Source: an optimization exercise on an open RTL-to-GDS flow (aim: small area). Production flows keep margins and buffers that such runs may drop.
RTL that was checked went through simulation tests only; none was proved equivalent to the original.
Power is estimated from default activity; no workload was simulated.

== the reference run ==
==> flow/design.v <==
`default_nettype none
`default_nettype wire
`default_nettype none
module rv_core (
  input  logic        i_clk,
  input  logic        i_rst,
  input  logic        i_valid_i,
  input  logic        i_valid_d,
  input  logic [31:0] i_data_in_i,
  input  logic [31:0] i_data_in_d,
  output logic [31:0] o_addr_i,
  output logic [31:0] o_addr_d,
  output logic [3:0]  o_we_d,
  output logic        o_rd_d,
  output logic [31:0] o_data_out_d
);
  localparam logic [2:0] S_CLR   = 3'd0;   
  localparam logic [2:0] S_FETCH = 3'd1;   
  localparam logic [2:0] S_EX1   = 3'd2;   
  localparam logic [2:0] S_EX2   = 3'd3;   
  localparam logic [2:0] S_MEMW  = 3'd4;   
  logic [2:0]  st;
  logic [4:0]  ph;
  logic [31:2] ir;
  logic [31:0] pc_q;
  logic [31:0] a_q;
  logic [31:0] d_q;
  logic [4:0]  sh;
  logic        c1;
  logic        c2;
  logic        eqf;
  logic        ltf;
  logic        last;
  logic        ex1;
  logic        ex2;
  logic        memw;
  logic        end_pass;
  logic [2:0] f3;
  logic       is_br;
  logic       is_jal;
  logic       is_jalr;
  logic       is_jump;
  logic       is_alu;
  logic       is_op;
  logic       is_u;
  logic       is_lui;
  logic       is_auipc;
  logic       is_load;
  logic       is_store;
  logic       alu_sh;
  logic       alu_slt;
  logic       alu_sll;
  logic       alu_sra;
  logic       alu_log;
  logic       two_pass;
  logic       final_pass;
  assign f3       = ir[14:12];
  assign is_br    = ir[6] & ~ir[2];
  assign is_jal   = ir[6] & ir[3];
  assign is_jalr  = ir[6] & ir[2] & ~ir[3];
  assign is_jump  = ir[6] & ir[2];
  assign is_alu   = ~ir[6] & ir[4] & ~ir[2];
  assign is_op    = is_alu & ir[5];
  assign is_u     = ~ir[6] & ir[2];
  assign is_lui   = is_u & ir[5];
  assign is_auipc = is_u & ~ir[5];
  assign is_load  = ~ir[6] & ~ir[4] & ~ir[5];
  assign is_store = ~ir[6] & ~ir[4] & ir[5];
  assign alu_sh   = is_alu & (f3[1:0] == 2'b01);
  assign alu_slt  = is_alu & (f3[2:1] == 2'b01);
  assign alu_sll  = alu_sh & ~f3[2];
  assign alu_sra  = alu_sh & f3[2] & ir[30];
  assign alu_log  = is_alu & f3[2] & (f3[1:0] != 2'b01);
  assign two_pass   = is_br | is_load | alu_sh | alu_slt;
  assign ex1        = (st == S_EX1);
  assign ex2        = (st == S_EX2);
  assign memw       = (st == S_MEMW);
  assign end_pass   = (ph == 5'd31);
  assign final_pass = (ex1 & ~two_pass) | ex2;
  logic [4:0]  lo;
  logic        bj;
  logic [31:0] imm;
  logic        immb;
  assign lo = (ir[5] & ~ir[4] & ~ir[2]) ? ir[11:7] : ir[24:20];
  assign bj = is_br | is_jal;
  assign imm[0]     = ~(is_u | bj) & lo[0];
  assign imm[4:1]   = is_u ? 4'd0 : lo[4:1];
  assign imm[10:5]  = is_u ? 6'd0 : ir[30:25];
  assign imm[11]    = ~is_u & (bj ? lo[0] : ir[31]);
  assign imm[19:12] = (is_u | is_jal) ? ir[19:12] : {8{ir[31]}};
  assign imm[31:20] = is_u ? ir[31:20] : {12{ir[31]}};
  assign immb       = imm[ph];
  logic [31:0] rf_out;
  logic        wen;
  logic        wbit;
  logic        rs1b;
  logic        rs2b;
  assign rf_out[0] = 1'b0;
  genvar r;
  generate
    for (r = 1; r < 32; r++) begin : g_rf
      logic [31:0] q;
      always_ff @(posedge i_clk) begin
        q <= {(wen && (ir[11:7] == r)) ? wbit : q[0], q[31:1]};
      end
      assign rf_out[r] = q[0];
    end
  endgenerate
  assign rs1b = rf_out[ir[19:15]];
  assign rs2b = rf_out[ir[24:20]];
  logic pcb;
  logic four;
  logic opb;
  logic inv;
  logic x1;
  logic y1;
  logic cin1;
  logic sum1;
  logic cout1;
  logic x2;
  logic y2;
  logic cin2;
  logic sum2;
  logic taken;
  logic lt;
  logic newpc;
  logic pc_in;
  logic a_in;
  logic d_in;
  logic [4:0] tap;
  logic dtap;
  logic ld_in;
  assign pcb  = pc_q[0];
  assign four = (ph == 5'd2);
  assign opb  = (is_op | is_br) ? rs2b : immb;
  assign inv  = (is_op & (f3 == 3'd0) & ir[30]) | alu_slt | is_br | alu_sll;
  assign x1    = (is_jump | is_auipc) ? pcb : (is_lui | alu_sh) ? 1'b0 : rs1b;
  assign y1    = is_jump ? four : (opb ^ inv);
  assign cin1  = (ph == 5'd0) ? inv : c1;
  assign sum1  = x1 ^ y1 ^ cin1;
  assign cout1 = (x1 & y1) | (x1 & cin1) | (y1 & cin1);
  assign lt = (x1 ^ opb) ? ((is_br ? f3[1] : f3[0]) ? opb : x1) : ~cout1;
  assign taken = (f3[2] ? ltf : eqf) ^ f3[0];
  assign x2    = is_jalr ? rs1b : pcb;
  assign y2    = (is_jump | (is_br & taken)) ? immb : four;
  assign cin2  = (ph == 5'd0) ? 1'b0 : c2;
  assign sum2  = x2 ^ y2 ^ cin2;
  assign newpc = (ph[4:1] != 4'd0) & sum2;
  assign pc_in = (st == S_CLR) ? 1'b0 : final_pass ? newpc : pcb;
  assign a_in  = memw ? a_q[0] : sum1;
  assign tap  = is_load ? {sh[1:0], 3'b000} : sh;
  assign dtap = d_q[tap];
  assign ld_in = f3[1] | (~ph[4] & (f3[0] | ~ph[3]));
  always_comb begin
    if (ex1 & is_store) begin
      if (f3[1]) d_in = rs2b;
      else if (f3[0]) d_in = ph[4] ? d_q[16] : rs2b;
      else d_in = (ph[4] | ph[3]) ? d_q[24] : rs2b;
    end else if (ex1 & is_load) begin
      d_in = 1'b0;
    end else if (ex1 & alu_sh) begin
      d_in = ~alu_sll & rs1b;
    end else if (ex2 & alu_sh) begin
      d_in = alu_sll ? rs1b : (alu_sra & d_q[31]);
    end else begin
      d_in = d_q[0];
    end
  end
  always_comb begin
    wen  = 1'b0;
    wbit = sum1;
    if (ex1) begin
      wen  = ~two_pass & ~is_store & ~is_br;
      wbit = alu_log ? (f3[1] ? (f3[0] ? (rs1b & opb) : (rs1b | opb)) : (rs1b ^ opb)) : sum1;
    end else if (ex2) begin
      wen = ~is_br;
      if (is_load) wbit = ld_in ? dtap : (~f3[2] & last);
      else if (alu_slt) wbit = (ph == 5'd0) & ltf;
      else wbit = (alu_sll & (sh == 5'd0)) ? rs1b : dtap;
    end
  end
  logic en;
  logic [2:0] st_nx;
  assign en = i_valid_i & i_valid_d;
  always_comb begin
    st_nx = st;
    case (st)
      S_CLR, S_FETCH: st_nx = i_valid_i ? S_EX1 : S_FETCH;
      S_EX1: begin
        if (is_load) st_nx = i_valid_d ? S_EX2 : S_MEMW;
        else if (is_store) st_nx = en ? S_EX1 : S_MEMW;
        else if (two_pass) st_nx = S_EX2;
        else st_nx = i_valid_i ? S_EX1 : S_FETCH;
      end
      S_MEMW: begin
        if (is_load) st_nx = i_valid_d ? S_EX2 : S_MEMW;
        else st_nx = en ? S_EX1 : S_MEMW;
      end
      default: st_nx = i_valid_i ? S_EX1 : S_FETCH;
    endcase
  end
  always_ff @(posedge i_clk) begin
    if (i_rst) begin
      st <= S_CLR;
      ph <= 5'd0;
    end else begin
      ph <= ph + 5'd1;
      if (end_pass) st <= st_nx;
    end
  end
  always_ff @(posedge i_clk) begin
    if (end_pass && (st_nx == S_EX1)) ir <= i_data_in_i[31:2];
  end
  always_ff @(posedge i_clk) begin
    pc_q <= {pc_in, pc_q[31:1]};
    a_q  <= {a_in, a_q[31:1]};
    d_q  <= {d_in, d_q[31:1]} | ({32{end_pass & is_load & i_valid_d}} & i_data_in_d);
    c1   <= cout1;
    c2   <= (x2 & y2) | (x2 & cin2) | (y2 & cin2);
    last <= wbit;
    if (ex1 && (ph < 5'd5)) sh <= {sum1, sh[4:1]};
    if (ex1) eqf <= ((ph == 5'd0) | eqf) & ~(x1 ^ opb);
    if (ex1 && end_pass) ltf <= lt;
  end
  logic mem_st;
  assign mem_st = end_pass & is_store & (ex1 | memw);
  assign o_addr_i     = {pc_in, pc_q[31:3], 2'b00};
  assign o_addr_d     = {a_in, a_q[31:1]};
  assign o_data_out_d = {d_in, d_q[31:1]};
  assign o_rd_d       = end_pass & is_load & (ex1 | memw);
  always_comb begin
    o_we_d = 4'b0000;
    if (mem_st) begin
      if (f3[1]) o_we_d = 4'b1111;
      else if (f3[0]) o_we_d = a_q[2] ? 4'b1100 : 4'b0011;
      else o_we_d = 4'b0001 << a_q[2:1];
    end
  end
endmodule
`default_nettype wire
clock: 7.0 ns
lec_check: 0
cap_margin: 20
core_margin: 2
core_utilization: 70
place_density: 0.85
slew_margin: 20
standard.sh (not shown) runs the stock make flow with config.mk's settings and CLKGATE_MAP_FILE= SYNTH_SCRIPT=/design/flow/synth_recipe.tcl, a recipe that flattens the netlist after the stock synthesis.
==> flow/flow/run.sh <==
#!/bin/bash
# Standard ORFS layout, with small port buffers and a clock tree of small
# buffers without dummy loads. Each tool's output goes to a log file here.
set -euo pipefail
export BUFFER_PORTS_ARGS="-buffer_cell sky130_fd_sc_hd__buf_1"
export CTS_ARGS="-sink_clustering_enable -repair_clock_nets -dont_use_dummy_load -buf_list sky130_fd_sc_hd__clkbuf_8 -sink_clustering_size 19 -sink_clustering_max_diameter 100"
bash standard.sh synth > log_synth.txt 2>&1
bash standard.sh finish > log_finish.txt 2>&1
Input-level comparison between the trial run and the reference run:
diff --git a/flow/design.v b/flow/design.v
--- a/flow/design.v
+++ b/flow/design.v
@@ -93,18 +93,24 @@
   logic [31:0] rf_out;
   logic        wen;
   logic        wbit;
   logic        rs1b;
   logic        rs2b;
   assign rf_out[0] = 1'b0;
+  logic [3:0] wlo;
+  logic [7:0] whi;
+  always_comb begin
+    for (int i = 0; i < 4; i++) wlo[i] = wen & (ir[8:7] == i[1:0]);
+    for (int i = 0; i < 8; i++) whi[i] = (ir[11:9] == i[2:0]);
+  end
   genvar r;
   generate
     for (r = 1; r < 32; r++) begin : g_rf
       logic [31:0] q;
       always_ff @(posedge i_clk) begin
-        q <= {(wen && (ir[11:7] == r)) ? wbit : q[0], q[31:1]};
+        q <= {(wlo[r % 4] & whi[r / 4]) ? wbit : q[0], q[31:1]};
       end
       assign rf_out[r] = q[0];
     end
   endgenerate
   assign rs1b = rf_out[ir[19:15]];
   assign rs2b = rf_out[ir[24:20]];
@@ -133,13 +139,13 @@
   assign pcb  = pc_q[0];
   assign four = (ph == 5'd2);
   assign opb  = (is_op | is_br) ? rs2b : immb;
   assign inv  = (is_op & (f3 == 3'd0) & ir[30]) | alu_slt | is_br | alu_sll;
   assign x1    = (is_jump | is_auipc) ? pcb : (is_lui | alu_sh) ? 1'b0 : rs1b;
   assign y1    = is_jump ? four : (opb ^ inv);
-  assign cin1  = (ph == 5'd0) ? inv : c1;
+  assign cin1  = alu_log ? (f3[1] & ~f3[0]) : (ph == 5'd0) ? inv : c1;
   assign sum1  = x1 ^ y1 ^ cin1;
   assign cout1 = (x1 & y1) | (x1 & cin1) | (y1 & cin1);
   assign lt = (x1 ^ opb) ? ((is_br ? f3[1] : f3[0]) ? opb : x1) : ~cout1;
   assign taken = (f3[2] ? ltf : eqf) ^ f3[0];
   assign x2    = is_jalr ? rs1b : pcb;
   assign y2    = (is_jump | (is_br & taken)) ? immb : four;
@@ -168,13 +174,13 @@
   end
   always_comb begin
     wen  = 1'b0;
     wbit = sum1;
     if (ex1) begin
       wen  = ~two_pass & ~is_store & ~is_br;
-      wbit = alu_log ? (f3[1] ? (f3[0] ? (rs1b & opb) : (rs1b | opb)) : (rs1b ^ opb)) : sum1;
+      wbit = (alu_log & f3[1]) ? cout1 : sum1;
     end else if (ex2) begin
       wen = ~is_br;
       if (is_load) wbit = ld_in ? dtap : (~f3[2] & last);
       else if (alu_slt) wbit = (ph == 5'd0) & ltf;
       else wbit = (alu_sll & (sh == 5'd0)) ? rs1b : dtap;
     end
==> comparison <==
- Taking the reference run as the reference, in the trial run clock skew has increased; top-level I/O count now sits at about the same level; wire length of the first global-routing pass now sits lower; smallest hold slack fell 0.0094 ns; wire length held.
- In the tables for the trial run and the reference run, clock power share reads higher with the trial run.
- In the metrics for the trial run and the reference run, the one carrying the higher area of the mapped netlist is the reference run.
- On combinational share of power, the reference run tracks the trial run almost exactly.
- Higher proportion of layout cells with a drive suffix above 1 among the trial run and the reference run: the reference run
For the reference run, only the layout was checked, not whether the RTL still works.

==> re-timing with driven ports <==
Ports are ideal in the flow. The routed layouts listed here were re-timed in OpenROAD.
Step 1 (the two cells are an assumption about what drives the block):
set clk [get_ports {i_clk}]
set_driving_cell -lib_cell sky130_fd_sc_hd__clkbuf_16 $clk
set_driving_cell -lib_cell sky130_fd_sc_hd__buf_2 [delete_from_list [all_inputs] $clk]
Step 2 times the ports against the registers' clock, not the clock port: input delays grow and output delays shrink by t, the midpoint of the rising clock arrivals with the driver on.
a / b / c = no drivers / after step 1 / after step 2; a / b = the first two.
run	t, ns	slack for setup (ns)	worst hold slack (ns)	worst setup path after step 2
the reference run	0.675	0.860 / 0.805 / 1.480	0.305 / 0.305 / 0.305	register to output
the trial run	0.673	1.115 / 1.065 / 1.738	0.295 / 0.295 / 0.295	register to output
After both steps setup and hold are still met in every run listed.
